This is an optimization exercise on Yosys and OpenROAD, whose aim is small area, not a production implementation. At most, simulation tests tie the RTL to the original design; equivalence was not proved. No functional check of the RTL was part of runs 3 to 6. Power figures rest on the tool's default switching activity, not on a simulated workload.

==> design.v <==
`default_nettype none
package swarq_pkg;
	localparam int WINDOW_SLOTS = 32;
	localparam int MAX_PAYLOAD  = 1400;
	localparam int MAX_RESULTS  = 32;
	localparam int SLOT_W  = $clog2(WINDOW_SLOTS);
	localparam int CNT_W   = $clog2(WINDOW_SLOTS + 1);
	localparam int RES_W   = $clog2(MAX_RESULTS);
	localparam int SEQ_W   = 16;
	localparam int SIZE_W  = 11;
	localparam int MAP_W   = 32;
	localparam int TOTAL_W = 32;
	localparam int KIND_W  = 2;
	localparam int OKIND_W = 3;
	localparam logic [KIND_W-1:0] KIND_SEND    = 2'd0;
	localparam logic [KIND_W-1:0] KIND_ACK     = 2'd1;
	localparam logic [KIND_W-1:0] KIND_FINISH  = 2'd2;
	localparam logic [KIND_W-1:0] KIND_TIMEOUT = 2'd3;
	localparam logic [OKIND_W-1:0] OUT_TX       = 3'd0;
	localparam logic [OKIND_W-1:0] OUT_RETX     = 3'd1;
	localparam logic [OKIND_W-1:0] OUT_REFUSED  = 3'd2;
	localparam logic [OKIND_W-1:0] OUT_FINISHED = 3'd3;
	localparam logic [OKIND_W-1:0] OUT_STATUS   = 3'd4;
endpackage
`default_nettype wire
`default_nettype none
module swarq_ram #(
	parameter int WIDTH = 11,
	parameter int DEPTH = 32
) (
	input  wire logic             clk,
	input  wire logic             we,
	input  wire logic [WIDTH-1:0] wdata,
	output logic      [WIDTH-1:0] rdata
);
	logic [WIDTH-1:0] ring [DEPTH];
	always_ff @(posedge clk) begin
		ring[0] <= we ? wdata : ring[DEPTH-1];
		for (int k = 1; k < DEPTH; k++) begin
			ring[k] <= ring[k-1];
		end
	end
	assign rdata = ring[0];
endmodule
`default_nettype wire
`default_nettype none
module sliding_window_arq_sender (
	input  wire logic                             clk,
	input  wire logic                             arst_n,
	input  wire logic                             start,
	output logic                                  busy,
	input  wire logic [swarq_pkg::KIND_W-1:0]     kind,
	input  wire logic [swarq_pkg::SIZE_W-1:0]     payload_size,
	input  wire logic [swarq_pkg::SEQ_W-1:0]      ack_seq,
	input  wire logic [swarq_pkg::MAP_W-1:0]      received_map,
	output logic                                  result_valid,
	output logic      [swarq_pkg::OKIND_W-1:0]    out_kind,
	output logic      [swarq_pkg::SEQ_W-1:0]      out_seq,
	output logic      [swarq_pkg::SIZE_W-1:0]     out_size,
	output logic      [swarq_pkg::TOTAL_W-1:0]    delivered_bytes,
	output logic                                  last
);
	localparam int SW = swarq_pkg::SLOT_W;
	localparam int CW = swarq_pkg::CNT_W;
	typedef enum logic [1:0] {
		ST_IDLE,
		ST_RET,
		ST_PA,
		ST_PB
	} state_t;
	state_t state_q;
	logic [swarq_pkg::SEQ_W-1:0]   base_q;
	logic [CW-1:0]                 count_q;
	logic [swarq_pkg::TOTAL_W-1:0] total_q;
	logic                          fin_q;
	logic [SW-1:0]                 ph_q;
	logic                          beat_q;
	logic [swarq_pkg::OKIND_W-1:0] okind_q;
	logic [swarq_pkg::MAP_W-1:0]   map_q;
	logic                          is_ack_q;
	logic [CW-1:0]                 rem_q;
	logic [SW-1:0]                 lastpos_q;
	logic                          any_q;
	logic                          accept;
	logic [SW-1:0]                 pos;
	logic                          refuse;
	logic [swarq_pkg::SEQ_W-1:0]   ahead;
	logic [CW-1:0]                 pops;
	logic                          cand;
	logic                          ret;
	logic                          we;
	logic [swarq_pkg::SIZE_W-1:0]  tap;
	logic [swarq_pkg::TOTAL_W:0]   sum;
	logic [CW-1:0]                 seq_off;
	assign pos    = ph_q - base_q[SW-1:0];
	assign busy   = (state_q != ST_IDLE) || (SW'(pos + 1'b1) != count_q[SW-1:0]);
	assign accept = start && !busy;
	assign refuse = count_q[CW-1] || (payload_size > swarq_pkg::SIZE_W'(swarq_pkg::MAX_PAYLOAD));
	assign ahead  = ack_seq - base_q;
	assign pops   = ahead[swarq_pkg::SEQ_W-1] ? '0 :
		((ahead > swarq_pkg::SEQ_W'(count_q)) ? count_q : ahead[CW-1:0]);
	assign we     = accept && !fin_q && (kind == swarq_pkg::KIND_SEND) && !refuse;
	assign cand   = (count_q[CW-1] || (pos < count_q[SW-1:0])) && !(is_ack_q && map_q[pos]);
	assign ret    = (state_q == ST_RET) && (pos == '0) && (rem_q != '0);
	assign sum    = {1'b0, total_q} + {{(swarq_pkg::TOTAL_W + 1 - swarq_pkg::SIZE_W){1'b0}},
		(ret ? tap : swarq_pkg::SIZE_W'(0))};
	swarq_ram #(
		.WIDTH(swarq_pkg::SIZE_W),
		.DEPTH(swarq_pkg::WINDOW_SLOTS)
	) u_size_ring (
		.clk  (clk),
		.we   (we),
		.wdata(payload_size),
		.rdata(tap)
	);
	always_ff @(posedge clk or negedge arst_n) begin
		if (!arst_n) begin
			ph_q    <= '0;
			base_q  <= '0;
			count_q <= '0;
			total_q <= '0;
		end else begin
			ph_q    <= ph_q + 1'b1;
			base_q  <= base_q + swarq_pkg::SEQ_W'(ret);
			total_q <= sum[swarq_pkg::TOTAL_W] ? '1 : sum[swarq_pkg::TOTAL_W-1:0];
			if (we) begin
				count_q <= count_q + 1'b1;
			end else if (ret) begin
				count_q <= count_q - 1'b1;
			end
		end
	end
	always_ff @(posedge clk or negedge arst_n) begin
		if (!arst_n) begin
			state_q <= ST_IDLE;
			fin_q   <= 1'b0;
			beat_q  <= 1'b0;
		end else begin
			beat_q <= 1'b0;
			case (state_q)
				ST_IDLE: begin
					if (accept) begin
						if (fin_q || (kind == swarq_pkg::KIND_SEND)) begin
							beat_q <= 1'b1;
						end else if (kind == swarq_pkg::KIND_FINISH) begin
							fin_q  <= 1'b1;
							beat_q <= 1'b1;
						end else begin
							state_q <= ST_RET;
						end
					end
				end
				ST_RET: begin
					if ((rem_q == '0) && (pos == '1)) begin
						state_q <= ST_PA;
					end
				end
				ST_PA: begin
					if (pos == '1) begin
						if (any_q || cand) begin
							state_q <= ST_PB;
						end else begin
							beat_q  <= is_ack_q;
							state_q <= ST_IDLE;
						end
					end
				end
				ST_PB: begin
					if (cand && (pos == lastpos_q)) begin
						state_q <= ST_IDLE;
					end
				end
				default: begin
					state_q <= ST_IDLE;
				end
			endcase
		end
	end
	always_ff @(posedge clk) begin
		if (accept) begin
			if (fin_q || (kind == swarq_pkg::KIND_FINISH)) begin
				okind_q <= swarq_pkg::OUT_FINISHED;
			end else if (kind == swarq_pkg::KIND_SEND) begin
				okind_q <= refuse ? swarq_pkg::OUT_REFUSED : swarq_pkg::OUT_TX;
			end else begin
				okind_q <= swarq_pkg::OUT_RETX;
			end
			map_q    <= received_map;
			is_ack_q <= (kind == swarq_pkg::KIND_ACK);
			rem_q    <= (kind == swarq_pkg::KIND_ACK) ? pops : '0;
			any_q    <= 1'b0;
		end else begin
			if (ret) begin
				rem_q <= rem_q - 1'b1;
			end
			if ((state_q == ST_PA) && cand) begin
				any_q     <= 1'b1;
				lastpos_q <= pos;
			end
			if ((state_q == ST_PA) && (pos == '1) && !any_q && !cand) begin
				okind_q <= swarq_pkg::OUT_STATUS;
			end
		end
	end
	always_comb begin
		seq_off = {1'b0, pos};
		if ((okind_q == swarq_pkg::OUT_FINISHED) || (okind_q == swarq_pkg::OUT_STATUS)) begin
			seq_off = '0;
		end else if (okind_q == swarq_pkg::OUT_REFUSED) begin
			seq_off = {count_q[CW-1], pos};
		end
	end
	assign result_valid    = beat_q || ((state_q == ST_PB) && cand);
	assign out_kind        = okind_q;
	assign out_seq         = base_q + swarq_pkg::SEQ_W'(seq_off);
	assign out_size        = ((okind_q == swarq_pkg::OUT_TX) || (okind_q == swarq_pkg::OUT_RETX)) ?
		tap : '0;
	assign delivered_bytes = total_q;
	assign last            = beat_q || (pos == lastpos_q);
endmodule
`default_nettype wire
==> run.sh <==
#!/bin/bash
# synth_recipe.tcl (not shown) runs the flow's synth.tcl, then flattens the netlist and writes it again
# the make line also repeats each setting of config.mk as NAME=value (left out here)
make -C /OpenROAD-flow-scripts/flow DESIGN_CONFIG=/design/flow/config.mk WORK_HOME=/design/flow/orfs CLKGATE_MAP_FILE= SYNTH_SCRIPT=/design/flow/synth_recipe.tcl finish
==> config.mk <==
export PLATFORM = sky130hd
export DESIGN_NAME = sliding_window_arq_sender
export DESIGN_NICKNAME = sliding_window_arq_sender
export VERILOG_FILES = /design/flow/design.v
export SDC_FILE = /design/flow/constraint.sdc
export NUM_CORES = 4
export LEC_CHECK = 0
export CAP_MARGIN = 20
export CORE_MARGIN = 2
export CORE_UTILIZATION = 40
export SLEW_MARGIN = 20
==> constraint.sdc <==
create_clock -name core_clock -period 7.0 [get_ports {clk}]
set_input_delay 1.4000 -clock core_clock [delete_from_list [all_inputs] [get_ports {clk}]]
set_output_delay 1.4000 -clock core_clock [all_outputs]
set_load 0.01 [all_outputs]
==> results.tsv, run 1 <==
stage	metric	value	unit
critical_path	worst reg-to-reg setup slack	1.44	ns
drt	Routed WL	26900	um
sta	max-slew violation count	0	
layout	Seq. cell area	10050	sq um
floorplan	Die W	195.0	um
drt	routed metal-1 wirelength	12980	um
layout	most frequent cells in the layout	353 x dfxtp_1, 127 x clkdlybuf4s50_1, 63 x dfrtp_1	
drt	drt pass-1 iters	4	
placement	Post-Place Setup Slack	1.373	ns
yosys	Netlist cell types	72	
critical_path	RR Startpoint	ph_q[0]$_DFF_PN0_	
yosys	syn nets	1217	
clock_tree	post_cts resized	0	
critical_path	startpoint types	flop	
sta	Worst slew margin	33.67	%
run_status	status	timing/DRC/antenna clean	
clock_tree	Root Buffer	clkbuf_16	
clock_tree	clock sink total	463	
floorplan	core area	35740	sq um
yosys	Post-synth ARST share	13.61	%
layout	Nets	1382	
drt	post-route ant nets	0	
pwr	Pwr per Cell Area	333.3	nW/um^2
global_routing	initial antenna violation count	4	
sta	Hold WS	0.3112	ns
layout	area grow syn2layout	22.67	%
drt	DRC Markers	0	
yosys	Mapped Area	14590	sq um
global_routing	global route overflow	0	
floorplan	die area	38030	sq um
floorplan	Cell Rows	69	
sta	Min Clock Period, post-route	6.137	ns
sta	Final setup viols	0	
sta	Final period util	87.67	%
critical_path	worst reg2reg path depth	19	
critical_path	slowest CP cell	fa_1	
pwr	Max VDD drop	0.2040	mV
layout	fraction of layout cells with a size suffix above 1	8.949	%
sta	setup slack after layout	0.8630	ns
yosys	Post-synth top flop	dfxtp_1	
job	MaxCap Viol Count	0	
drt	DR WL met3	1161	um
critical_path	CP endpoint	out_seq[11]	
sta	setup TNS	0	ns
drt	vias per cell	4.698	
placement	DP Wirelength	18510	um
placement	GP Congestion	0.8229	
clock_tree	Post-CTS Setup Bufs	0	
critical_path	Worst EP arrival	4.74	ns
global_routing	first-pass GRT wire length	44390	um
yosys	#FFs+latches synth	463	
floorplan	IO Pins	129	
min_path	Hold Crit Class	flop to flop	
clock_tree	Num CTS Buffers	44	
yosys	yosys warns	3	
placement	port bufs	128	
pwr	part of the power in registers	47.0	%
sta	Max Clock Freq	162.9	MHz
critical_path	reg-to-reg endpoint	total_q[16]$_DFF_PN0_	
drt	mean routed wirelength per cell	15.40	um
yosys	EDFF count, synth	47	
critical_path	Critical Path RT	5.60	ns
critical_path	crit end category	output pin	
layout	number of fillers in the final layout	3137	
pwr	internal power	4.482	mW
sta	clock skew	0.03898	ns
sta	final hold vios	0	
pwr	combinational fraction of design power	13.9	%
drt	DR top layer	met4	
critical_path	CP Max Fanout	15	
critical_path	CP dominant cell by count	inv_1	
critical_path	Cell Chain, Critical Path	inv_1 > ha_1 > inv_1 > fa_1 > nand2_1 > inv_1 > ha_1 > inv_1 > o41ai_1 > a21oi_1 > o211ai_1 > a21oi_1 > nor2_1 > nand3_1 > xnor2_1 > clkdlybuf4s50_1	
layout	fin cells	1747	
global_routing	largest net degree at the start of global routing	64	
yosys	cells after synthesis	1086	
critical_path	CP max stage delay	0.96	ns
pwr	P_leak	7.377	nW
drt	vias after detailed routing	8207	
critical_path	Setup crit start	ph_q[0]$_DFF_PN0_	
floorplan	die height	195.0	um
drt	routed wl met2	12210	um
clock_tree	CTS Buffer Depth	3	
pwr	clock share of power	39.2	%
clock_tree	Clk Latency, worst-skew pair	0.57	ns
critical_path	critical setup path kind	flop to output pin	
floorplan	Starting Density	40.83	%
sta	Least-Margin Pin Slew	0.9913	ns
clock_tree	H-tree Lvls	2	
pwr	Switching Fraction	24.90	%
drt	drt first-iter violations	305	
yosys	share of the yosys chip area belonging to registers	68.90	%
yosys	Syn Area/Cell	13.44	sq um
layout	most common cell after layout, fill and taps aside	dfxtp_1	
clock_tree	CTS tree	built	
layout	Multi-input gate area	4277	sq um
pwr	switching power	1.486	mW
global_routing	vias in the first global route	8347	
global_routing	GRT Total Usage	14.64	%
sta	RSZ-0062 raised after global routing	no	
layout	Post-Route Utilization	50.09	%
clock_tree	CTS Hold Bufs	0	
placement	Placed Cells	1666	
clock_tree	clk slew on worst S/H paths	0.06	ns
==> per-layer routing <==
layer | vias to the layer above | GRT usage [%]
met3 | 50 | 2.902
met5 | - | 0
met1 | 3946 | 20.08
met4 | 0 | 4.354
li1 | 4075 | -
met2 | 136 | 23.56
==> kinds of logic after synthesis <==
| kind of cell | synth area share (%) |
|---|---|
| AND/OR/NAND/NOR | 8.856 |
| AO/OA/AOI/OAI | 6.430 |
| adder cells (fa/ha/maj) | 6.001 |
| multiplexers | 3.635 |
| buffers and inverters | 1.843 |
| XOR/XNOR | 4.338 |
| flip-flops | 68.90 |
==> cell type report <==
type | instances | area share, %
Antenna cell | 1 | 0.01398
Clock buffer | 71 | 7.569
Clock inverter | 9 | 0.7478
Inverter | 52 | 1.097
Multi-Input combinational cell | 558 | 23.89
Sequential cell | 463 | 56.16
Tap cell | 461 | 3.222
Timing Repair Buffer | 132 | 7.297
==> cells in the mapped netlist, types with 5 or more instances <==
master / n / area, sq um
a21o_1: 15 / 112.6
mux2_2: 20 / 225.2
and2_1: 28 / 175.2
nand2_1: 55 / 206.5
o21ai_0: 22 / 110.1
nor2_1: 39 / 146.4
xnor2_1: 48 / 420.4
o32ai_1: 8 / 70.07
inv_1: 51 / 191.4
and3_1: 11 / 68.82
nand2b_1: 17 / 106.4
nor3_1: 21 / 105.1
nand3_1: 25 / 125.1
xor2_1: 19 / 166.4
and4_1: 7 / 61.31
clkbuf_1: 5 / 18.77
ha_1: 62 / 775.7
mux4_2: 8 / 180.2
a21oi_1: 37 / 185.2
fa_1: 5 / 100.1
a31oi_1: 6 / 37.54
nor2b_1: 6 / 37.54
o21a_1: 10 / 75.07
edfxtp_1: 47 / 1411
nand4_1: 10 / 62.56
dfxtp_1: 353 / 7067
mux2i_1: 11 / 110.1
dfrtp_1: 63 / 1577
==> power groups by stage <==
stage / clock (mW) / sequential [mW] / combinational (mW)
after detailed placement: 0 / 2.86 / 0.834
final: 2.34 / 2.80 / 0.827
after floorplan: 0 / 2.84 / 0.580
after global placement: 0 / 2.86 / 0.826
after global routing: 2.51 / 2.81 / 0.934
after CTS: 2.41 / 2.80 / 0.840
==> registers in the layout, summed over array words and instances, names as in the netlist <==
name              flops
any_q                 1
base_q               16
beat_q                1
count_q               6
fin_q                 1
is_ack_q              1
lastpos_q             5
map_q                32
okind_q               3
ph_q                  5
rem_q                 6
state_q               2
total_q              32
u_size_ring.ring    352
==> metrics by stage <==
stage          area (sq um)  power, mW
4_1_cts               17900      6.051
3_5_place_dp          16410      3.695
3_3_place_gp          16410      3.685
2_1_floorplan         14590      3.420
6_report              17900      5.968
5_1_grt               17900      6.254
==> critical path: cells and delay by family, from the launching register on <==
| kind | cells | cell delay [ns] |
|---|---|---|
| XOR/XNOR | 1 | 0.14 |
| buffers and inverters | 5 | 0.86 |
| flip-flops | 1 | 0.40 |
| AO/OA/AOI/OAI | 4 | 1.05 |
| adder cells (fa/ha/maj) | 3 | 1.23 |
| AND/OR/NAND/NOR | 3 | 0.53 |
==> worst min path at each step <==
stage / from / endpoint / slack, ns / depth (start not counted)
finish: u_size_ring.ring[5][9]$_DFF_P_ / u_size_ring.ring[6][9]$_DFF_P_ / 0.31 / 0
CTS: u_size_ring.ring[17][1]$_DFF_P_ / u_size_ring.ring[18][1]$_DFF_P_ / 0.31 / 0
global route: u_size_ring.ring[14][1]$_DFF_P_ / u_size_ring.ring[15][1]$_DFF_P_ / 0.31 / 0
detailed placement: u_size_ring.ring[27][7]$_DFF_P_ / u_size_ring.ring[28][7]$_DFF_P_ / 0.31 / 0
floorplan: u_size_ring.ring[9][0]$_DFF_P_ / u_size_ring.ring[10][0]$_DFF_P_ / 0.31 / 0
global placement: u_size_ring.ring[13][5]$_DFF_P_ / u_size_ring.ring[14][5]$_DFF_P_ / 0.31 / 0
==> inputs of run 2 (changes only) <==
==> flow/run.sh (new file) <==
#!/bin/bash
# Standard ORFS layout with two knobs: port buffers use the smallest buffer, and the clock
# tree uses small clock buffers without dummy loads.
set -euo pipefail
export BUFFER_PORTS_ARGS="-buffer_cell sky130_fd_sc_hd__buf_1"
export CTS_ARGS="-sink_clustering_enable -repair_clock_nets -dont_use_dummy_load -buf_list {sky130_fd_sc_hd__clkbuf_2 sky130_fd_sc_hd__clkbuf_4 sky130_fd_sc_hd__clkbuf_8}"
bash standard.sh finish > standard.log 2>&1
==> standard.sh (new file) <==
#!/bin/bash
# synth_recipe.tcl (not shown) runs the flow's synth.tcl, then flattens the netlist and writes it again
# the make line also repeats each setting of config.mk as NAME=value (left out here)
make -C /OpenROAD-flow-scripts/flow DESIGN_CONFIG=/design/flow/config.mk WORK_HOME=/design/flow/orfs CLKGATE_MAP_FILE= SYNTH_SCRIPT=/design/flow/synth_recipe.tcl "${@:-finish}"
--- a/config.mk
+++ b/config.mk
@@ -9,3 +9,3 @@
 export CORE_MARGIN = 2
-export CORE_UTILIZATION = 40
+export CORE_UTILIZATION = 60
 export SLEW_MARGIN = 20
removed: run.sh
==> run 2 against run 1 <==
Clock-buffer cell count is 1 lower. Synthesized area stayed put. Via count shrank 0.82%. Sequential cell count did not move. Critical endpoint unchanged. Largest cell class unchanged.
==> results.tsv, run 2 <==
stage	metric	value	unit	change
yosys	leading post-synthesis cells by cell area	dfxtp_1 48%, dfrtp_1 11%, edfxtp_1 9.7%, ha_1 5.3%, xnor2_1 2.9%		
drt	Routed WL	24960	um	-7.2%
clock_tree	H-tree Lvls	3		+1
clock_tree	post_cts resized	0		unchanged
layout	Top Registers	u_size_ring.ring (352), map_q (32), total_q (32)		
clock_tree	CTS Buffer Depth	3		unchanged
yosys	share of the yosys chip area belonging to registers	68.90	%	unchanged
drt	vias after detailed routing	8140		-0.82%
sta	setup TNS	0	ns	unchanged
sta	final hold vios	0		unchanged
placement	DP Wirelength	17220	um	-7.0%
yosys	Mapped Area	14590	sq um	unchanged
drt	mean routed wirelength per cell	15.60	um	+1.3%
pwr	part of the power in registers	53.0	%	+6.0 points
yosys	Post-synth top flop	dfxtp_1		
drt	vias per cell	5.088		+8.3%
global_routing	GRT Total Usage	20.22	%	+5.6 points
job	MaxCap Viol Count	0		unchanged
yosys	EDFF count, synth	47		unchanged
sta	max-slew violation count	0		unchanged
global_routing	initial antenna violation count	4		unchanged
layout	most frequent cells in the layout	353 x dfxtp_1, 127 x buf_1, 70 x clkbuf_8		
global_routing	first-pass GRT wire length	41020	um	-7.6%
yosys	cells after synthesis	1086		unchanged
pwr	Switching Fraction	24.89	%	about the same
pwr	combinational fraction of design power	14.4	%	+0.5 points
drt	post-route ant nets	0		unchanged
global_routing	vias in the first global route	8311		-0.43%
yosys	share of the synthesized area in the top cell type	48.42	%	unchanged
drt	drt pass-1 iters	5		+1
pwr	switching power	1.316	mW	-11%
yosys	commonest cells in the netlist	353 x dfxtp_1, 63 x dfrtp_1, 62 x ha_1, 55 x nand2_1, 51 x inv_1		
clock_tree	clock sink total	463		unchanged
sta	RSZ-0062 raised after global routing	no		
global_routing	global route overflow	0		unchanged
sta	Max Clock Freq	177.6	MHz	+9.0%
yosys	most common cell in the netlist	dfxtp_1		
clock_tree	Post-CTS Setup Bufs	0		unchanged
clock_tree	CTS tree	built		
clock_tree	CTS Hold Bufs	0		unchanged
floorplan	die area	25590	sq um	-33%
sta	Min Clock Period, post-route	5.630	ns	-0.5072 ns
pwr	P_leak	6.850	nW	-7.1%
yosys	syn nets	1217		unchanged
sta	clock skew	0.1039	ns	+0.06492 ns
clock_tree	clk slew on worst S/H paths	0.06	ns	about the same
critical_path	Critical Path RT	5.60	ns	about the same
layout	fraction of layout cells with a size suffix above 1	9.404	%	+0.45 points
pwr	Pwr per Cell Area	322.0	nW/um^2	-3.4%
floorplan	Cell Rows	57		-17%
sta	Worst slew margin	39.35	%	+5.7 points
sta	Final setup viols	0		unchanged
yosys	Syn Area/Cell	13.44	sq um	unchanged
drt	DRC Markers	0		unchanged
critical_path	CP Buf/Inv Count	5		unchanged
sta	setup slack after layout	1.370	ns	+0.5072 ns
critical_path	crit end category	output pin		
critical_path	CP max stage delay	0.46	ns	-0.50 ns
placement	port bufs	128		unchanged
clock_tree	Root Buffer	clkbuf_8		
critical_path	crit-path leading delay family	compound AO/OA/AOI/OAI gates		
yosys	top cell type by total area after synthesis	dfxtp_1		
yosys	yosys warns	3		unchanged
yosys	#FFs+latches synth	463		unchanged
layout	Top reg by flops	u_size_ring.ring		
clock_tree	Num CTS Buffers	70		+59%
critical_path	CP dominant cell by count	inv_1		
drt	drt first-iter violations	356		+17%
critical_path	slowest CP cell	o41ai_1		
layout	Nets	1409		+2.0%
critical_path	CP Max Fanout	15		unchanged
floorplan	Die W	160.0	um	-18%
pwr	internal power	3.971	mW	-11%
critical_path	Worst EP arrival	4.23	ns	-0.51 ns
placement	GP Congestion	0.8636		+4.9%
layout	max FFs per register	352		unchanged
yosys	Post-synth ARST share	13.61	%	unchanged
critical_path	startpoint types	flop		
pwr	clock share of power	32.5	%	-6.7 points
floorplan	IO Pins	129		unchanged
clock_tree	Clk Latency, worst-skew pair	0.58	ns	about the same
sta	Final period util	80.43	%	-7.2 points
sta	Least-Margin Pin Slew	0.9098	ns	-0.08149 ns
global_routing	largest net degree at the start of global routing	64		unchanged
critical_path	critical setup path kind	flop to output pin		
critical_path	Cell Chain, Critical Path	ha_1 > inv_1 > fa_1 > buf_4 > nand2_1 > inv_1 > ha_1 > inv_1 > o41ai_1 > a21oi_1 > o211ai_1 > a21oi_1 > nor2_1 > nand3_1 > xnor2_1 > buf_1		
layout	most common cell after layout, fill and taps aside	dfxtp_1		
placement	Post-Place Setup Slack	1.490	ns	+0.1172 ns
floorplan	die height	160.0	um	-18%
yosys	Netlist cell types	72		unchanged
layout	area grow syn2layout	12.48	%	
min_path	Hold Crit Class	flop to flop		
floorplan	Starting Density	60.54	%	+20 points
floorplan	core area	24110	sq um	-33%
run_status	status	timing/DRC/antenna clean		
layout	Antenna diodes	0		-1
pwr	Max VDD drop	0.2323	mV	+14%
## run 2: cell counts after synthesis
Identical to the previous run, type by type.
## run 2: cell type report
class                      instances  area [sq um]
multi-input combinational        558          4277
sequential                       463         10050
tap                              324         405.4
timing repair buffer             133         519.2
clock buffer                      70         963.4
inverter                          52         196.4
fill                            1847          7690
## run 2: final timing paths
check | slack [ns] | startpoint | end | cells past startpoint
max | 1.37 | base_q[0]$_DFF_PN0_ | out_seq[11] | 16
min | 0.27 | u_size_ring.ring[11][10]$_DFF_P_ | u_size_ring.ring[12][10]$_DFF_P_ | 0
max reg2reg | 1.47 | base_q[0]$_DFF_PN0_ | total_q[18]$_DFF_PN0_ | 20
min reg2reg | 0.27 | u_size_ring.ring[11][10]$_DFF_P_ | u_size_ring.ring[12][10]$_DFF_P_ | 0
max in group asynchronous | 5.33 | arst_n | count_q[5]$_DFFE_PN0P_ | 2
min in group asynchronous | 1.07 | arst_n | base_q[10]$_DFF_PN0_ | 2
## run 2: kinds of logic after synthesis
| logic type | Yosys count | share of synthesized area, % |
|---|---|---|
| multiplexers | 40 | 3.635 |
| AND/OR/NAND/NOR | 244 | 8.856 |
| flip-flops | 463 | 68.90 |
| AO/OA/AOI/OAI | 138 | 6.430 |
| buffers and inverters | 65 | 1.843 |
| XOR/XNOR | 69 | 4.338 |
| adder cells (fa/ha/maj) | 67 | 6.001 |
## run 2: power groups by stage
stage | logic (mW) | registers, mW | clock network (mW)
finish | 0.764 | 2.80 | 1.72
global route | 0.865 | 2.81 | 1.90
CTS | 0.771 | 2.80 | 1.79
detailed placement | 0.766 | 2.86 | 0
global placement | 0.755 | 2.86 | 0
floorplan | 0.580 | 2.84 | 0
## run 2: layer usage
layer | wire, um | global-route usage (%)
met4 | 623 | 7.658
met3 | 1157 | 4.390
met1 | 11690 | 27.14
met5 | 0 | 0
met2 | 11490 | 32.57
## run 2: stage by stage
step / area, sq um / hold slack, ns / power [mW] / utilization [%] / std cells
floorplan: 14590 / 0.3096 / 3.420 / - / 1086
global placement: 15450 / 0.3101 / 3.613 / 64.10 / 1530
detailed placement: 15450 / 0.3121 / 3.625 / 64.10 / 1530
CTS: 16420 / 0.2587 / 5.362 / 68.10 / 1600
global route: 16420 / 0.2671 / 5.572 / 68.10 / 1600
finish: 16420 / 0.2674 / 5.287 / 68.10 / 1600
## run 2: worst register-to-register path, stage by stage, from the launching register on
cell      delay [ns]
dfrtp_1         0.46
ha_1            0.18
inv_1           0.08
fa_1            0.40
nand3_1         0.10
a21oi_1         0.10
or2_2           0.36
inv_1           0.20
nor4_2          0.08
buf_4           0.22
and2_1          0.18
ha_1            0.20
fa_1            0.40
a21o_1          0.17
a21oi_1         0.25
o21ai_0         0.16
a31o_2          0.27
a31oi_1         0.44
nand2b_1        0.79
nand2_1         0.11
mux2_2          0.28
==> inputs of run 3 (changes only) <==
--- a/design.v
+++ b/design.v
@@ -75,3 +75,3 @@
 	logic                          fin_q;
-	logic [SW-1:0]                 ph_q;
+	logic [SW-1:0]                 pos_q;
 	logic                          beat_q;
@@ -84,3 +84,2 @@
 	logic                          accept;
-	logic [SW-1:0]                 pos;
 	logic                          refuse;
@@ -94,4 +93,3 @@
 	logic [CW-1:0]                 seq_off;
-	assign pos    = ph_q - base_q[SW-1:0];
-	assign busy   = (state_q != ST_IDLE) || (SW'(pos + 1'b1) != count_q[SW-1:0]);
+	assign busy   = (state_q != ST_IDLE) || (SW'(pos_q + 1'b1) != count_q[SW-1:0]);
 	assign accept = start && !busy;
@@ -100,6 +98,6 @@
 	assign pops   = ahead[swarq_pkg::SEQ_W-1] ? '0 :
-		((ahead > swarq_pkg::SEQ_W'(count_q)) ? count_q : ahead[CW-1:0]);
+		((ahead[swarq_pkg::SEQ_W-2:CW] != '0) ? '1 : ahead[CW-1:0]);
 	assign we     = accept && !fin_q && (kind == swarq_pkg::KIND_SEND) && !refuse;
-	assign cand   = (count_q[CW-1] || (pos < count_q[SW-1:0])) && !(is_ack_q && map_q[pos]);
-	assign ret    = (state_q == ST_RET) && (pos == '0) && (rem_q != '0);
+	assign cand   = (count_q[CW-1] || (pos_q < count_q[SW-1:0])) && !(is_ack_q && map_q[pos_q]);
+	assign ret    = (state_q == ST_RET) && (pos_q == '0) && (rem_q != '0) && (count_q != '0);
 	assign sum    = {1'b0, total_q} + {{(swarq_pkg::TOTAL_W + 1 - swarq_pkg::SIZE_W){1'b0}},
@@ -117,3 +115,3 @@
 		if (!arst_n) begin
-			ph_q    <= '0;
+			pos_q   <= '0;
 			base_q  <= '0;
@@ -122,3 +120,3 @@
 		end else begin
-			ph_q    <= ph_q + 1'b1;
+			pos_q   <= pos_q + SW'(!ret);
 			base_q  <= base_q + swarq_pkg::SEQ_W'(ret);
@@ -153,3 +151,3 @@
 				ST_RET: begin
-					if ((rem_q == '0) && (pos == '1)) begin
+					if (((rem_q == '0) || (count_q == '0)) && (pos_q == '1)) begin
 						state_q <= ST_PA;
@@ -158,3 +156,3 @@
 				ST_PA: begin
-					if (pos == '1) begin
+					if (pos_q == '1) begin
 						if (any_q || cand) begin
@@ -168,3 +166,3 @@
 				ST_PB: begin
-					if (cand && (pos == lastpos_q)) begin
+					if (cand && (pos_q == lastpos_q)) begin
 						state_q <= ST_IDLE;
@@ -197,5 +195,5 @@
 				any_q     <= 1'b1;
-				lastpos_q <= pos;
-			end
-			if ((state_q == ST_PA) && (pos == '1) && !any_q && !cand) begin
+				lastpos_q <= pos_q;
+			end
+			if ((state_q == ST_PA) && (pos_q == '1) && !any_q && !cand) begin
 				okind_q <= swarq_pkg::OUT_STATUS;
@@ -205,3 +203,3 @@
 	always_comb begin
-		seq_off = {1'b0, pos};
+		seq_off = {1'b0, pos_q};
 		if ((okind_q == swarq_pkg::OUT_FINISHED) || (okind_q == swarq_pkg::OUT_STATUS)) begin
@@ -209,3 +207,3 @@
 		end else if (okind_q == swarq_pkg::OUT_REFUSED) begin
-			seq_off = {count_q[CW-1], pos};
+			seq_off = {count_q[CW-1], pos_q};
 		end
@@ -218,3 +216,3 @@
 	assign delivered_bytes = total_q;
-	assign last            = beat_q || (pos == lastpos_q);
+	assign last            = beat_q || (pos_q == lastpos_q);
 endmodule
==> flow/run.sh (replaced) <==
#!/bin/bash
# Standard ORFS layout with two knobs: port buffers use the smallest buffer, and the clock
# tree uses smaller clock buffers without dummy loads.
set -euo pipefail
export BUFFER_PORTS_ARGS="-buffer_cell sky130_fd_sc_hd__buf_1"
export CTS_ARGS="-sink_clustering_enable -repair_clock_nets -dont_use_dummy_load -buf_list sky130_fd_sc_hd__clkbuf_4 -sink_clustering_size 10 -sink_clustering_max_diameter 40"
bash standard.sh finish > standard.log 2>&1
==> run 3 against run 2 <==
Clock-buffer cell count down 13. First-iteration DRC count unchanged. Critical endpoint is now out_seq[9]. Wire length down 3.7%. Still clean. Clock power down 35%. Largest cell class unchanged. Synthesized cell count down 0.46%.
==> results.tsv, run 3 <==
stage	metric	value	unit	change
yosys	Post-synth ARST share	13.61	%	unchanged
floorplan	die height	158.9	um	-0.66%
global_routing	vias in the first global route	7727		-7.0%
placement	DP Wirelength	16430	um	-4.6%
critical_path	reg-to-reg endpoint	total_q[27]$_DFF_PN0_		
yosys	syn nets	1202		-1.2%
clock_tree	H-tree Lvls	2		-1
layout	Top Registers	u_size_ring.ring (352), map_q (32), total_q (32)		
drt	mean routed wirelength per cell	15.34	um	-1.7%
critical_path	Worst EP arrival	3.69	ns	-0.54 ns
floorplan	IO Pins	129		unchanged
sta	Min Clock Period, post-route	5.088	ns	-0.5414 ns
yosys	EDFF count, synth	47		unchanged
pwr	Pwr per Cell Area	246.8	nW/um^2	-23%
clock_tree	Post-CTS Setup Bufs	0		unchanged
drt	Routed WL	24030	um	-3.7%
drt	vias after detailed routing	7937		-2.5%
floorplan	Cell Rows	56		-1.8%
critical_path	Critical Path RT	5.60	ns	about the same
floorplan	Die W	158.9	um	-0.66%
drt	DRC Markers	0		unchanged
critical_path	slowest CP cell	a21oi_1		
yosys	Netlist cell types	70		-2.8%
global_routing	first-pass GRT wire length	39300	um	-4.2%
drt	post-route ant nets	0		unchanged
placement	Placed Cells	1509		-1.4%
clock_tree	clock sink total	463		unchanged
placement	GP Congestion	0.8184		-5.2%
yosys	Post-synth top flop	dfxtp_1		
clock_tree	CTS Hold Bufs	0		unchanged
floorplan	core area	23540	sq um	-2.3%
critical_path	CP Max Fanout	5		-10
sta	setup slack after layout	1.912	ns	+0.5414 ns
clock_tree	Root Buffer	clkbuf_4		
sta	Final period util	72.69	%	-7.7 points
layout	fin cells	1567		-2.1%
yosys	leading post-synthesis cells by cell area	dfxtp_1 49%, dfrtp_1 11%, edfxtp_1 9.8%, ha_1 4.6%, xnor2_1 3.3%		
yosys	top cell type by total area after synthesis	dfxtp_1		
critical_path	Setup crit start	okind_q[1]$_SDFFCE_PP0P_		
drt	vias per cell	5.065		-0.44%
pwr	P_leak	6.569	nW	-4.1%
layout	most frequent cells in the layout	353 x dfxtp_1, 127 x buf_1, 63 x dfrtp_1		
clock_tree	Num CTS Buffers	57		-19%
clock_tree	Clk Latency, worst-skew pair	0.72	ns	+0.14 ns
yosys	share of the synthesized area in the top cell type	49.08	%	+0.66 points
layout	most common cell after layout, fill and taps aside	dfxtp_1		
layout	number of fillers in the final layout	1838		-0.49%
layout	fraction of layout cells with a size suffix above 1	7.458	%	-1.9 points
yosys	#FFs+latches synth	463		unchanged
clock_tree	CTS tree	built		
sta	RSZ-0062 raised after global routing	no		
min_path	Hold Crit Class	flop to flop		
global_routing	initial antenna violation count	1		-3
yosys	yosys warns	3		unchanged
sta	max-slew violation count	0		unchanged
yosys	share of the yosys chip area belonging to registers	69.84	%	+0.94 points
sta	clock skew	0.1180	ns	+0.01409 ns
floorplan	die area	25250	sq um	-1.3%
critical_path	CP Buf/Inv Count	2		-3
critical_path	crit-path leading delay family	compound AO/OA/AOI/OAI gates		
sta	final hold vios	0		unchanged
yosys	Syn Area/Cell	13.32	sq um	-0.89%
yosys	most common cell in the netlist	dfxtp_1		
pwr	Max VDD drop	0.2072	mV	-11%
placement	Post-Place Setup Slack	2.250	ns	+0.7598 ns
clock_tree	CTS Buffer Depth	3		unchanged
critical_path	critical setup path kind	flop to output pin		
yosys	cells after synthesis	1081		-0.46%
sta	Final setup viols	0		unchanged
critical_path	worst reg-to-reg setup slack	2.18	ns	+0.71 ns
sta	setup TNS	0	ns	unchanged
yosys	commonest cells in the netlist	353 x dfxtp_1, 63 x dfrtp_1, 59 x nand2_1, 55 x xnor2_1, 53 x ha_1		
layout	area grow syn2layout	8.473	%	
critical_path	worst reg2reg path depth	13		-35%
job	MaxCap Viol Count	0		unchanged
floorplan	Starting Density	61.16	%	+0.61 points
critical_path	RR Startpoint	pos_q[1]$_DFF_PN0_		
global_routing	GRT Total Usage	19.31	%	-0.90 points
sta	Worst slew margin	35.17	%	-4.2 points
critical_path	CP max stage delay	0.46	ns	about the same
critical_path	CP dominant cell by count	a21oi_1		
layout	max FFs per register	352		unchanged
critical_path	cell count along the critical path	13		-3
drt	drt first-iter violations	356		unchanged
critical_path	startpoint types	flop		
sta	Max Clock Freq	196.5	MHz	+11%
placement	port bufs	128		unchanged
critical_path	crit end category	output pin		
layout	Nets	1370		-2.8%
clock_tree	clk slew on worst S/H paths	0.09	ns	+0.03 ns
sta	Least-Margin Pin Slew	0.9650	ns	+0.05521 ns
critical_path	Cell Chain, Critical Path	nor2b_1 > a21oi_1 > nand2_1 > inv_1 > ha_1 > a21o_1 > a21oi_1 > o21ai_0 > a21o_1 > a21oi_1 > nand2b_1 > xnor2_1 > buf_1		
clock_tree	post_cts resized	0		unchanged
yosys	Mapped Area	14400	sq um	-1.3%
critical_path	CP endpoint	out_seq[9]		
drt	drt pass-1 iters	5		unchanged
global_routing	global route overflow	0		unchanged
global_routing	largest net degree at the start of global routing	64		unchanged
layout	Top reg by flops	u_size_ring.ring		
run_status	status	timing/DRC/antenna clean		
## run 3: stage by stage
step	total power [mW]	area, sq um	util (%)	hold WS (ns)
after floorplan	2.775	14400	-	0.3096
after global placement	2.807	15190	64.51	0.3105
after detailed placement	2.807	15190	64.51	0.3121
after CTS	3.912	15620	66.33	0.2234
after global routing	4.030	15620	66.34	0.2212
final	3.854	15620	66.34	0.2437
## run 3: cell families (layout without fill, tap and decap cells)
family / Yosys count / after routing / share of synthesized area [%]
other cells: 0 / 1 / 0
simple gates: 247 / 247 / 8.838
buf+inv: 69 / 235 / 2.051
xor+xnor: 75 / 75 / 4.658
mux: 34 / 34 / 2.972
compound gates: 136 / 136 / 6.483
flops: 463 / 463 / 69.84
fa+ha+maj: 57 / 57 / 5.162
## run 3: area by class of cell
class                           instances  area [sq um]  area share, %
Multi-Input combinational cell        549          4053          25.95
Antenna cell                            1         2.502        0.01602
Clock buffer                           57         427.9          2.740
Sequential cell                       463         10050          64.38
Tap cell                              319         399.1          2.556
Inverter                               47         176.4          1.130
Timing Repair Buffer                  131         504.2          3.229
## run 3: worst min-delay path by stage
| stage | from | to | depth (start not counted) |
|---|---|---|---|
| 3_5_place_dp | u_size_ring.ring[22][1]$_DFF_P_ | u_size_ring.ring[23][1]$_DFF_P_ | 0 |
| 6_report | u_size_ring.ring[25][8]$_DFF_P_ | u_size_ring.ring[26][8]$_DFF_P_ | 0 |
| 4_1_cts | u_size_ring.ring[25][8]$_DFF_P_ | u_size_ring.ring[26][8]$_DFF_P_ | 0 |
| 2_1_floorplan | u_size_ring.ring[9][0]$_DFF_P_ | u_size_ring.ring[10][0]$_DFF_P_ | 0 |
| 3_3_place_gp | u_size_ring.ring[29][4]$_DFF_P_ | u_size_ring.ring[30][4]$_DFF_P_ | 0 |
| 5_1_grt | u_size_ring.ring[25][8]$_DFF_P_ | u_size_ring.ring[26][8]$_DFF_P_ | 0 |
## run 3: report_power, final
part           internal, mW  total, mW  switching, mW
Combinational        0.0270     0.0696         0.0425
Clock                 0.373       1.11          0.734
Sequential             2.68       2.68              0
## run 3: layer usage
| metal | global-route usage [%] | routed length (um) | share of wire [%] |
|---|---|---|---|
| met5 | 0 | 0 | 0 |
| met3 | 4.415 | 1155 | 4.8 |
| met2 | 30.15 | 10760 | 45 |
| met1 | 27.24 | 11610 | 48 |
| met4 | 5.909 | 507 | 2.1 |
==> inputs of run 4 (changes only) <==
--- a/config.mk
+++ b/config.mk
@@ -7,2 +7,4 @@
 export LEC_CHECK = 0
+export ABC_AREA = 1
+export ABC_CLOCK_PERIOD_IN_PS = 7000
 export CAP_MARGIN = 20
==> run 4 against run 3 <==
Maximum frequency fell by 4.2%. Utilization decreased by 0.42 points. Sequential share of layout area down 1.5 points. Synthesized area increased by 2.4%. Register-to-register slack better by 0.22 ns. Non-clock buffer count decreased by 1. Design area is 2.3% higher. Hold slack gained 0.047 ns.
==> results.tsv, run 4 <==
stage	metric	value	unit	change
min_path	hold path cells	0		unchanged
yosys	Post-synth top flop	dfxtp_1		
clock_tree	CTS tree	built		
clock_tree	clk slew on worst S/H paths	0.10	ns	about the same
drt	post-route ant nets	0		unchanged
pwr	internal power	3.071	mW	-0.23%
clock_tree	Clk Latency, worst-skew pair	0.69	ns	-0.03 ns
global_routing	GRT Total Usage	21.20	%	+1.9 points
drt	mean routed wirelength per cell	14.51	um	-5.4%
yosys	commonest cells in the netlist	353 x dfxtp_1, 247 x nand2_1, 146 x inv_1, 104 x nor2_1, 77 x nand3_1		
yosys	syn nets	1464		+22%
clock_tree	Post-CTS Setup Bufs	0		unchanged
placement	DP Wirelength	19200	um	+17%
yosys	Netlist cell types	47		-33%
sta	max-slew violation count	0		unchanged
drt	drt first-iter violations	655		+84%
critical_path	CP Buf/Inv Count	3		+1
yosys	top cell type by total area after synthesis	dfxtp_1		
pwr	clock share of power	28.8	%	about the same
layout	Top Registers	u_size_ring.ring (352), map_q (32), total_q (32)		
floorplan	Die W	160.8	um	+1.2%
drt	drt pass-1 iters	6		+1
sta	clock skew	0.07548	ns	-0.04251 ns
pwr	combinational fraction of design power	1.9	%	about the same
clock_tree	CTS Hold Bufs	0		unchanged
yosys	EDFF count, synth	47		unchanged
critical_path	Cell Chain, Critical Path	inv_2 > nor2_1 > ha_1 > inv_1 > fa_1 > o21ai_0 > nand2_1 > nand2_1 > a21oi_1 > nor2_1 > nand3_1 > nor2_1 > xor2_1 > buf_1		
pwr	Switching Fraction	20.53	%	+0.39 points
sta	Least-Margin Pin Slew	0.8738	ns	-0.09118 ns
yosys	share of the yosys chip area belonging to registers	68.19	%	-1.6 points
layout	max FFs per register	352		unchanged
min_path	WHS Endpoint	u_size_ring.ring[3][3]$_DFF_P_		
sta	Worst slew margin	41.75	%	+6.6 points
floorplan	Cell Rows	57		+1.8%
yosys	share of the synthesized area in the top cell type	47.93	%	-1.2 points
layout	most frequent cells in the layout	353 x dfxtp_1, 247 x nand2_1, 146 x inv_1		
floorplan	die height	160.8	um	+1.2%
critical_path	reg-to-reg endpoint	total_q[22]$_DFF_PN0_		
critical_path	CP dominant cell by count	nor2_1		
drt	Routed WL	26680	um	+11%
critical_path	worst reg-to-reg setup slack	2.40	ns	+0.22 ns
floorplan	core area	24250	sq um	+3.0%
layout	fraction of layout cells with a size suffix above 1	5.945	%	-1.5 points
placement	GP Congestion	0.8836		+8.0%
layout	most common cell after layout, fill and taps aside	dfxtp_1		
pwr	part of the power in registers	69.3	%	-0.2 points
min_path	Hold Crit Class	flop to flop		
sta	final hold vios	0		unchanged
critical_path	Worst EP arrival	3.91	ns	+0.22 ns
layout	area grow syn2layout	8.401	%	about the same
critical_path	worst reg2reg path depth	19		+6
layout	Nets	1637		+19%
global_routing	initial antenna violation count	1		unchanged
drt	vias per cell	4.949		-2.3%
yosys	leading post-synthesis cells by cell area	dfxtp_1 48%, dfrtp_1 11%, edfxtp_1 9.6%, nand2_1 6.3%, ha_1 4.5%		
critical_path	CP Max Fanout	22		+17
drt	vias after detailed routing	9101		+15%
yosys	#FFs+latches synth	463		unchanged
yosys	Syn Area/Cell	10.98	sq um	-18%
sta	setup slack after layout	1.689	ns	-0.2222 ns
yosys	Post-synth ARST share	13.61	%	unchanged
sta	Max Clock Freq	188.3	MHz	-4.2%
drt	DRC Markers	0		unchanged
yosys	Mapped Area	14740	sq um	+2.4%
global_routing	largest net degree at the start of global routing	64		unchanged
global_routing	global route overflow	0		unchanged
floorplan	die area	25840	sq um	+2.3%
critical_path	Critical Path RT	5.60	ns	about the same
placement	Post-Place Setup Slack	2.396	ns	+0.1459 ns
clock_tree	H-tree Lvls	2		unchanged
sta	Min Clock Period, post-route	5.311	ns	+0.2222 ns
critical_path	startpoint types	flop		
pwr	Max VDD drop	0.1850	mV	-11%
sta	setup TNS	0	ns	unchanged
sta	Final period util	75.87	%	+3.2 points
sta	Hold WS	0.2911	ns	+0.04740 ns
critical_path	crit-path leading delay family	flip-flops		
global_routing	first-pass GRT wire length	43950	um	+12%
global_routing	vias in the first global route	8988		+16%
yosys	yosys warns	3		unchanged
critical_path	RR Startpoint	pos_q[0]$_DFF_PN0_		
clock_tree	CTS Buffer Depth	3		unchanged
min_path	hold wc startpoint	u_size_ring.ring[2][3]$_DFF_P_		
placement	port bufs	128		unchanged
sta	RSZ-0062 raised after global routing	no		
yosys	most common cell in the netlist	dfxtp_1		
critical_path	critical setup path kind	flop to output pin		
floorplan	IO Pins	129		unchanged
clock_tree	post_cts resized	0		unchanged
pwr	P_leak	6.984	nW	+6.3%
critical_path	crit end category	output pin		
pwr	switching power	793.4	uW	+2.2%
pwr	Pwr per Cell Area	241.8	nW/um^2	-2.0%
run_status	status	timing/DRC/antenna clean		
critical_path	CP max stage delay	0.79	ns	+0.33 ns
floorplan	Starting Density	60.80	%	-0.35 points
yosys	cells after synthesis	1343		+24%
critical_path	slowest CP cell	dfrtp_1		
layout	Top reg by flops	u_size_ring.ring		
job	MaxCap Viol Count	0		unchanged
sta	Final setup viols	0		unchanged
clock_tree	Root Buffer	clkbuf_4		
clock_tree	clock sink total	463		unchanged
clock_tree	Num CTS Buffers	56		-1.8%
-- run 4: changes by cell type after synthesis, sizes merged, moves of 11 or more --
cell and change:
nand2 +189, xnor2 -37, nor2b -12, o21a -11
nand3 +59, mux2i -15, a21oi +11, inv +101
o21ai +13, nor2 +58, xor2 +26, a21o -13
and2 -32
-- run 4: worst max path at each step --
stage / start / slack (ns) / cells after the start / to
finish: pos_q[0]$_DFF_PN0_ / 1.69 / 14 / out_seq[12]
global route: pos_q[0]$_DFF_PN0_ / 1.35 / 14 / out_seq[12]
CTS: pos_q[0]$_DFF_PN0_ / 1.61 / 14 / out_seq[12]
detailed placement: pos_q[0]$_DFF_PN0_ / 2.40 / 14 / out_seq[12]
global placement: pos_q[0]$_DFF_PN0_ / 2.45 / 14 / out_seq[12]
floorplan: okind_q[1]$_SDFFCE_PP0P_ / 3.04 / 16 / out_seq[12]
-- run 4: metrics by stage --
step | instance area [sq um] | cells | power, mW | utilization (%)
after floorplan | 14740 | 1343 | 2.778 | -
after global placement | 15560 | 1782 | 2.811 | 64.17
after detailed placement | 15560 | 1782 | 2.812 | 64.17
after CTS | 15980 | 1838 | 3.925 | 65.90
after global routing | 15980 | 1839 | 4.050 | 65.91
final | 15980 | 1839 | 3.864 | 65.91
-- run 4: area by class of cell --
cell class | instances | area, sq um
timing repair buffer | 130 | 496.7
clock buffer | 56 | 420.4
fill | 1986 | 8265
sequential | 463 | 10050
inverter | 148 | 556.8
tap | 324 | 405.4
antenna | 1 | 2.502
multi-input combinational | 717 | 4046
-- run 4: logic make-up after synthesis --
kind of cell             Yosys count  share of synthesized area, %
multiplexers                       9                        0.8146
flip-flops                       463                         68.19
XOR/XNOR                          63                         3.742
buffers and inverters            163                         4.362
AND/OR/NAND/NOR                  502                         14.70
AO/OA/AOI/OAI                     86                         3.148
adder cells (fa/ha/maj)           57                         5.041
-- run 4: power groups by stage --
| stage | logic [mW] | registers (mW) | clock network [mW] |
|---|---|---|---|
| floorplan | 0.0389 | 2.74 | 0 |
| CTS | 0.0743 | 2.68 | 1.17 |
| global route | 0.0849 | 2.68 | 1.29 |
| finish | 0.0736 | 2.68 | 1.11 |
| detailed placement | 0.0739 | 2.74 | 0 |
| global placement | 0.0727 | 2.74 | 0 |
-- run 4: worst reg2reg max path, delay by kind of cell, from the launching register on --
kind | cells | cell delay (ns)
buf+inv | 4 | 1.17
simple gates | 9 | 1.12
fa+ha+maj | 3 | 0.94
flops | 1 | 0.79
compound gates | 3 | 0.44
-- run 4: per-layer routing --
metal	track usage (%)	wire, um	vias to the layer above
li1	-	-	4632
met2	32.92	11790	236
met4	6.737	507	0
met1	29.94	12670	4187
met3	4.778	1707	46
met5	0	0	-
==> inputs of run 5 (changes only) <==
==> flow/run.sh (replaced) <==
#!/bin/bash
# Standard ORFS layout with two knobs: port buffers use the smallest buffer, and the clock
# tree uses smaller clock buffers without dummy loads.
set -euo pipefail
export BUFFER_PORTS_ARGS="-buffer_cell sky130_fd_sc_hd__buf_1"
export CTS_ARGS="-sink_clustering_enable -repair_clock_nets -dont_use_dummy_load -buf_list sky130_fd_sc_hd__clkbuf_8 -sink_clustering_size 20 -sink_clustering_max_diameter 50"
bash standard.sh finish > standard.log 2>&1
==> run 5 against run 4 <==
Still clean on timing, DRC and antenna. First-iteration DRC count down 1.7%. Clock skew shrank 0.0043 ns. Hold slack got worse by 0.036 ns. Clock power up 13%. Setup slack better by 0.14 ns. Sequential share of layout area decreased by 0.39 points. Die area unchanged. Critical path depth unchanged. Final cell count fell by 1.0%. Synthesized area is the same. Synthesized cell count did not move. Wire length rose by 0.48%. Largest cell class unchanged. Largest power group unchanged.
==> results.tsv, run 5 <==
stage	metric	value	unit	change
yosys	Netlist cell types	47		unchanged
critical_path	crit end category	output pin		
drt	DRC Markers	0		unchanged
global_routing	vias in the first global route	8806		-2.0%
drt	drt first-iter violations	644		-1.7%
critical_path	Setup crit start	pos_q[0]$_DFF_PN0_		
floorplan	Die W	160.8	um	unchanged
placement	port bufs	128		unchanged
pwr	part of the power in registers	67.0	%	-2.3 points
pwr	Switching Fraction	20.17	%	-0.36 points
pwr	Pwr per Cell Area	248.7	nW/um^2	+2.8%
critical_path	worst reg2reg path depth	19		unchanged
global_routing	global route overflow	0		unchanged
drt	mean routed wirelength per cell	14.73	um	+1.5%
sta	clock skew	0.07121	ns	-0.004274 ns
floorplan	core area	24250	sq um	unchanged
clock_tree	CTS Hold Bufs	0		unchanged
global_routing	initial antenna violation count	0		-1
drt	vias after detailed routing	9000		-1.1%
pwr	Max VDD drop	0.1892	mV	+2.3%
drt	post-route ant nets	0		unchanged
sta	Least-Margin Pin Slew	0.8928	ns	+0.01895 ns
drt	Routed WL	26810	um	+0.48%
critical_path	CP Max Fanout	22		unchanged
yosys	share of the synthesized area in the top cell type	47.93	%	unchanged
sta	Final setup viols	0		unchanged
critical_path	RR Startpoint	pos_q[0]$_DFF_PN0_		
yosys	top cell type by total area after synthesis	dfxtp_1		
floorplan	IO Pins	129		unchanged
yosys	leading post-synthesis cells by cell area	dfxtp_1 48%, dfrtp_1 11%, edfxtp_1 9.6%, nand2_1 6.3%, ha_1 4.5%		
layout	area grow syn2layout	9.080	%	
floorplan	Starting Density	60.80	%	unchanged
critical_path	Worst EP arrival	3.77	ns	-0.14 ns
global_routing	GRT Total Usage	21.07	%	-0.13 points
pwr	P_leak	6.999	nW	+0.22%
sta	Final period util	73.81	%	-2.1 points
critical_path	Critical Path RT	5.60	ns	about the same
sta	max-slew violation count	0		unchanged
run_status	status	timing/DRC/antenna clean		
yosys	Syn Area/Cell	10.98	sq um	unchanged
layout	fraction of layout cells with a size suffix above 1	4.813	%	-1.1 points
clock_tree	H-tree Lvls	2		unchanged
clock_tree	Root Buffer	clkbuf_8		
layout	max FFs per register	352		unchanged
job	MaxCap Viol Count	0		unchanged
sta	Min Clock Period, post-route	5.167	ns	-0.1440 ns
placement	GP Congestion	0.8836		unchanged
drt	vias per cell	4.945		about the same
critical_path	startpoint types	flop		
yosys	share of the yosys chip area belonging to registers	68.19	%	unchanged
layout	Post-Route Utilization	66.33	%	+0.41 points
sta	setup TNS	0	ns	unchanged
yosys	cells after synthesis	1343		unchanged
min_path	Hold Crit Class	flop to flop		
clock_tree	clk slew on worst S/H paths	0.10	ns	about the same
clock_tree	CTS tree	built		
sta	final hold vios	0		unchanged
floorplan	die area	25840	sq um	unchanged
pwr	internal power	3.193	mW	+4.0%
clock_tree	CTS Buffer Depth	3		unchanged
yosys	Post-synth ARST share	13.61	%	unchanged
layout	Top reg by flops	u_size_ring.ring		
floorplan	Cell Rows	57		unchanged
clock_tree	post_cts resized	0		unchanged
yosys	yosys warns	3		unchanged
global_routing	largest net degree at the start of global routing	64		unchanged
yosys	#FFs+latches synth	463		unchanged
layout	most common cell after layout, fill and taps aside	dfxtp_1		
sta	Worst slew margin	40.48	%	-1.3 points
yosys	Mapped Area	14740	sq um	unchanged
yosys	Post-synth top flop	dfxtp_1		
yosys	EDFF count, synth	47		unchanged
min_path	hold path cells	0		unchanged
drt	drt pass-1 iters	5		-1
critical_path	critical setup path kind	flop to output pin		
floorplan	die height	160.8	um	unchanged
sta	Max Clock Freq	193.6	MHz	+2.8%
layout	Antenna diodes	0		-1
layout	Nets	1619		-1.1%
yosys	commonest cells in the netlist	353 x dfxtp_1, 247 x nand2_1, 146 x inv_1, 104 x nor2_1, 77 x nand3_1		
layout	most frequent cells in the layout	353 x dfxtp_1, 247 x nand2_1, 146 x inv_1		
clock_tree	clock sink total	463		unchanged
sta	RSZ-0062 raised after global routing	no		
yosys	syn nets	1464		unchanged
global_routing	first-pass GRT wire length	43570	um	-0.88%
layout	Top Registers	u_size_ring.ring (352), map_q (32), total_q (32)		
pwr	clock share of power	31.2	%	+2.4 points
clock_tree	Clk Latency, worst-skew pair	0.56	ns	-0.13 ns
pwr	switching power	806.6	uW	+1.7%
clock_tree	Num CTS Buffers	38		-32%
yosys	most common cell in the netlist	dfxtp_1		
clock_tree	Post-CTS Setup Bufs	0		unchanged
pwr	combinational fraction of design power	1.8	%	about the same
placement	DP Wirelength	19200	um	unchanged
min_path	hold wc startpoint	u_size_ring.ring[2][3]$_DFF_P_		
[run 5: power groups by stage]
| stage | clock network, mW | registers, mW | logic (mW) |
|---|---|---|---|
| floorplan | 0 | 2.74 | 0.0389 |
| global placement | 0 | 2.74 | 0.0727 |
| detailed placement | 0 | 2.74 | 0.0739 |
| CTS | 1.29 | 2.68 | 0.0743 |
| global route | 1.39 | 2.68 | 0.0849 |
| finish | 1.25 | 2.68 | 0.0738 |
[run 5: kinds of logic after synthesis]
| group | Yosys count | synth area share (%) |
|---|---|---|
| buf+inv | 163 | 4.362 |
| fa+ha+maj | 57 | 5.041 |
| compound gates | 86 | 3.148 |
| xor+xnor | 63 | 3.742 |
| mux | 9 | 0.8146 |
| flops | 463 | 68.19 |
| simple gates | 502 | 14.70 |
[run 5: area by class of cell]
class                      instances  area [sq um]
tap                              324         405.4
sequential                       463         10050
multi-input combinational        717          4046
inverter                         148         556.8
timing repair buffer             130         496.7
clock buffer                      38         523.0
fill                            1971          8165
[run 5: final timing paths]
path	to	slack, ns
setup / recovery	out_seq[12]	1.83
hold / removal	u_size_ring.ring[3][3]$_DFF_P_	0.25
setup reg to reg	total_q[15]$_DFF_PN0_	2.39
hold reg to reg	u_size_ring.ring[3][3]$_DFF_P_	0.25
max in group asynchronous	base_q[14]$_DFF_PN0_	5.30
min in group asynchronous	pos_q[4]$_DFF_PN0_	1.01
[run 5: per-layer routing]
layer / up-vias / global-route usage [%] / share of wire (%)
li1: 4571 / - / -
met1: 4154 / 30.22 / 47
met2: 231 / 32.82 / 44
met3: 44 / 4.236 / 6.8
met4: 0 / 6.169 / 2.1
met5: - / 0 / 0
[run 5: metrics by stage]
stage / instances / cell area (sq um) / setup WS (ns) / hold WS (ns) / total power, mW
after detailed placement: 1782 / 15560 / 2.396 / 0.3121 / 2.812
after global routing: 1820 / 16080 / 1.534 / 0.2654 / 4.154
final: 1820 / 16080 / 1.833 / 0.2549 / 3.999
after CTS: 1820 / 16080 / 1.774 / 0.2506 / 4.040
after floorplan: 1343 / 14740 / 3.041 / 0.3096 / 2.778
after global placement: 1782 / 15560 / 2.450 / 0.3101 / 2.811
[run 5: worst max-delay path, cell delays in order, from the launching register on]
cell     delay, ns
dfrtp_1       0.78
inv_2         0.31
nor2_1        0.17
ha_1          0.18
inv_1         0.05
fa_1          0.39
o21ai_0       0.31
nand2_1       0.09
nand2_1       0.07
a21oi_1       0.11
nor2_1        0.17
nand3_1       0.13
nor2_1        0.14
xor2_1        0.15
buf_1         0.16
==> inputs of run 6 (changes only) <==
==> flow/run.sh (replaced) <==
#!/bin/bash
# The standard ORFS layout with these changes:
#  - synthesis maps logic with an area-oriented ABC script (flow/abc.script) and without the
#    half/full-adder cell mapping and the Kogge-Stone carry lookahead (registers unchanged);
#  - port buffers use the smallest buffer cell;
#  - the clock tree uses small clock buffers and no dummy loads.
# ORFS's own output goes to standard.log; each step's log is under orfs/logs/.
set -euo pipefail
work=$(pwd)
sd=$work/scripts_abc
rm -rf "$sd"
mkdir -p "$sd"
for f in "$FLOW_HOME"/scripts/*; do ln -s "$f" "$sd/"; done
rm "$sd/abc_speed.script"
cp flow/abc.script "$sd/abc_speed.script"
bash standard.sh "SCRIPTS_DIR=$sd" "ADDER_MAP_FILE=" "SYNTH_OPERATIONS_ARGS=-nofsm" \
	"BUFFER_PORTS_ARGS=-buffer_cell sky130_fd_sc_hd__buf_1" \
	"CTS_ARGS=-sink_clustering_enable -repair_clock_nets -dont_use_dummy_load -buf_list {sky130_fd_sc_hd__clkbuf_2 sky130_fd_sc_hd__clkbuf_4} -sink_clustering_size 8 -sink_clustering_max_diameter 30" \
	finish > standard.log 2>&1
==> flow/abc.script (new file) <==
strash
ifraig
scorr
dc2
dretime
strash
&get -n
&dch -f
&nf -R 1000
&put
--- a/config.mk
+++ b/config.mk
@@ -7,4 +7,2 @@
 export LEC_CHECK = 0
-export ABC_AREA = 1
-export ABC_CLOCK_PERIOD_IN_PS = 7000
 export CAP_MARGIN = 20
==> run 6 against run 5 <==
Critical path depth grew 19. Still clean. Design area shrank 9.4%. Setup slack lost 1.2 ns. Highest routed layer unchanged. Clock skew grew 0.015 ns. Via count shrank 20%. Synthesized cell count shrank 30%. Combinational power shrank 44%.
==> results.tsv, run 6 <==
stage	metric	value	unit	change
sta	RSZ-0062 raised after global routing	no		
sta	Min Clock Period, post-route	6.351	ns	+1.185 ns
layout	most frequent cells in the layout	353 x dfxtp_1, 127 x buf_1, 79 x clkbuf_4		
yosys	EDFF count, synth	47		unchanged
global_routing	largest net degree at the start of global routing	64		unchanged
sta	Worst slew margin	42.26	%	+1.8 points
global_routing	global route overflow	0		unchanged
pwr	Pwr per Cell Area	275.7	nW/um^2	+11%
yosys	#FFs+latches synth	463		unchanged
layout	Nets	1234		-24%
clock_tree	Num CTS Buffers	79		+110%
pwr	internal power	3.212	mW	+0.61%
job	MaxCap Viol Count	0		unchanged
critical_path	slowest CP cell	maj3_1		
clock_tree	Root Buffer	clkbuf_4		
clock_tree	CTS tree	built		
pwr	part of the power in registers	66.6	%	-0.4 points
yosys	cells after synthesis	944		-30%
floorplan	core area	21150	sq um	-13%
layout	number of fillers in the final layout	1572		-20%
yosys	Post-synth ARST share	13.61	%	unchanged
yosys	top cell type by total area after synthesis	dfxtp_1		
sta	Final setup viols	0		unchanged
clock_tree	Clk Latency, worst-skew pair	0.68	ns	+0.12 ns
yosys	share of the synthesized area in the top cell type	54.43	%	+6.5 points
critical_path	critical setup path kind	flop to flop		
sta	max-slew violation count	0		unchanged
sta	Final period util	90.73	%	+17 points
drt	DRC Markers	0		unchanged
floorplan	die area	22830	sq um	-12%
floorplan	Starting Density	61.38	%	+0.57 points
global_routing	first-pass GRT wire length	34040	um	-22%
drt	vias per cell	4.985		+0.80%
sta	Least-Margin Pin Slew	0.8661	ns	-0.02665 ns
placement	port bufs	128		unchanged
pwr	combinational fraction of design power	1.0	%	-0.8 points
pwr	switching power	806.1	uW	about the same
layout	Top Registers	u_size_ring.ring (352), map_q (32), total_q (32)		
floorplan	die height	151.1	um	-6.0%
layout	fraction of layout cells with a size suffix above 1	9.247	%	+4.4 points
min_path	Hold Crit Class	flop to flop		
yosys	Netlist cell types	36		-23%
drt	Routed WL	21360	um	-20%
critical_path	CP Max Fanout	30		+36%
critical_path	CP max stage delay	0.42	ns	-0.36 ns
yosys	Post-synth top flop	dfxtp_1		
clock_tree	CTS Buffer Depth	3		unchanged
clock_tree	H-tree Lvls	3		+1
yosys	leading post-synthesis cells by cell area	dfxtp_1 54%, dfrtp_1 12%, edfxtp_1 11%, xnor2_1 3.5%, xor2_1 2.5%		
floorplan	Cell Rows	53		-7.0%
yosys	share of the yosys chip area belonging to registers	77.44	%	+9.2 points
pwr	Switching Fraction	20.06	%	-0.11 points
clock_tree	CTS Hold Bufs	0		unchanged
yosys	Mapped Area	12980	sq um	-12%
critical_path	crit end category	flop		
layout	area grow syn2layout	12.26	%	
yosys	most common cell in the netlist	dfxtp_1		
pwr	Max VDD drop	0.2277	mV	+20%
yosys	Syn Area/Cell	13.75	sq um	+25%
yosys	yosys warns	3		unchanged
floorplan	IO Pins	129		unchanged
run_status	status	timing/DRC/antenna clean		
layout	Top reg by flops	u_size_ring.ring		
placement	Placed Cells	1358		-24%
drt	vias after detailed routing	7198		-20%
clock_tree	clk slew on worst S/H paths	0.08	ns	-0.02 ns
yosys	syn nets	1008		-31%
global_routing	GRT Total Usage	19.20	%	-1.9 points
layout	most common cell after layout, fill and taps aside	dfxtp_1		
placement	DP Wirelength	13700	um	-29%
layout	max FFs per register	352		unchanged
pwr	clock share of power	32.3	%	+1.1 points
sta	final hold vios	0		unchanged
yosys	commonest cells in the netlist	353 x dfxtp_1, 74 x nand2_1, 63 x dfrtp_1, 52 x xnor2_1		
placement	GP Congestion	0.8049		-8.9%
global_routing	vias in the first global route	6986		-21%
pwr	P_leak	5.914	nW	-15%
critical_path	Worst EP arrival	6.90	ns	+3.13 ns
sta	clock skew	0.08663	ns	+0.01542 ns
critical_path	Critical Path RT	7.55	ns	+1.95 ns
layout	fin cells	1444		-21%
clock_tree	clock sink total	463		unchanged
sta	setup TNS	0	ns	unchanged
sta	Max Clock Freq	157.4	MHz	-19%
drt	post-route ant nets	0		unchanged
critical_path	startpoint types	flop		
drt	drt first-iter violations	313		-51%
global_routing	initial antenna violation count	1		+1
floorplan	Die W	151.1	um	-6.0%
drt	mean routed wirelength per cell	14.79	um	+0.41%
drt	drt pass-1 iters	5		unchanged
[run 6: layer usage]
metal / part of all wire, % / track usage (%) / routed length [um]
met1: 47 / 26.19 / 10010
met2: 45 / 29.18 / 9505
met3: 5.7 / 5.422 / 1210
met4: 2.9 / 7.897 / 628
met5: 0 / 0 / 0
[run 6: cell type report]
| type | count | area (sq um) | share of cell area, % |
|---|---|---|---|
| Inverter | 25 | 93.84 | 0.6438 |
| Multi-Input combinational cell | 456 | 2874 | 19.72 |
| Timing Repair Buffer | 145 | 613.1 | 4.206 |
| Sequential cell | 463 | 10050 | 68.98 |
| Antenna cell | 1 | 2.502 | 0.01717 |
| Tap cell | 275 | 344.1 | 2.361 |
| Clock buffer | 79 | 593.1 | 4.069 |
[run 6: metrics by stage]
step           setup WS, ns  hold WS [ns]  util, %  instance area, sq um  total power, mW
6_report             0.6486        0.2783    68.90                 14580            4.018
5_1_grt             0.01171        0.2629    68.90                 14580            4.192
4_1_cts              0.1906        0.2646    68.48                 14490            4.073
3_5_place_dp         0.2260        0.3121    65.68                 13890            2.780
3_3_place_gp         0.4425        0.3098    65.68                 13890            2.780
2_1_floorplan        0.1101        0.3096        -                 12980            2.754
[run 6: final timing paths]
path	slack (ns)	depth (start not counted)	end	start
min in group asynchronous	0.93	2	total_q[30]$_DFF_PN0_	arst_n
setup / recovery	0.65	33	total_q[11]$_DFF_PN0_	rem_q[0]$_DFFE_PP_
hold / removal	0.28	0	u_size_ring.ring[7][4]$_DFF_P_	u_size_ring.ring[6][4]$_DFF_P_
hold reg to reg	0.28	0	u_size_ring.ring[7][4]$_DFF_P_	u_size_ring.ring[6][4]$_DFF_P_
setup reg to reg	0.65	33	total_q[11]$_DFF_PN0_	rem_q[0]$_DFFE_PP_
max in group asynchronous	5.45	2	base_q[3]$_DFF_PN0_	arst_n
[run 6: logic make-up (layout without fill, tap and decap cells)]
group | Yosys count | after routing | synth area share [%]
xor+xnor | 89 | 89 | 6.004
fa+ha+maj | 7 | 7 | 0.5397
mux | 13 | 13 | 1.118
other cells | 0 | 1 | 0
simple gates | 226 | 226 | 8.384
compound gates | 121 | 121 | 5.792
flops | 463 | 463 | 77.44
buf+inv | 25 | 249 | 0.7228
[run 6: what timing repair did]
action                     in CTS  in global routing
resized for setup               0                 15
setup endpoints to repair       0                 32
setup buffers                   0                  6
[run 6: power groups by stage]
stage	clock (mW)	combinational, mW	sequential [mW]
global placement	0	0.0420	2.74
finish	1.30	0.0414	2.68
global route	1.47	0.0472	2.68
CTS	1.35	0.0425	2.68
floorplan	0	0.0152	2.74
detailed placement	0	0.0421	2.74
[run 6: critical path, delay by kind of cell (launching register included)]
family                     cells  cell delay, ns
AOI/OAI and AO/OA              9            1.04
adders and majority gates      2            0.81
buffers and inverters          1            0.20
DFF                            1            0.40
and+or+nand+nor               21            3.82

separate check: timing with driven ports:
How much do the figures lean on ideal ports? The routed layouts below were timed once more, with nothing changed but the port constraints. Step 1 sets driving cells, clkbuf_16 on the clock port and buf_2 on the other inputs (assumed; they add their load-dependent delay and slew). Step 2 moves the port delays by t, midway between the first and last clock arrival at a register: inputs arrive t later, outputs are due t later. That takes back most of the time a late clock gives input paths. Three values: no drivers, after step 1, after step 2; two values: the first two.
run | t (ns) | setup slack, ns | hold WS [ns] | pins driven straight from the clock port
run 1 | 0.598 | 0.863 / 0.815 / 1.340 | 0.311 / 0.311 / 0.311 | 1
run 2 | 0.579 | 1.370 / 1.323 / 1.472 | 0.267 / 0.267 / 0.267 | 1
run 3 | 0.700 | 1.912 / 1.872 / 2.185 | 0.244 / 0.244 / 0.244 | 1
run 4 | 0.703 | 1.689 / 1.642 / 2.345 | 0.291 / 0.291 / 0.291 | 1
run 5 | 0.575 | 1.833 / 1.786 / 2.361 | 0.255 / 0.255 / 0.255 | 1
run 6 | 0.676 | 0.649 / 0.649 / 0.649 | 0.278 / 0.278 / 0.278 | 1
After both steps every run listed still meets setup and hold.
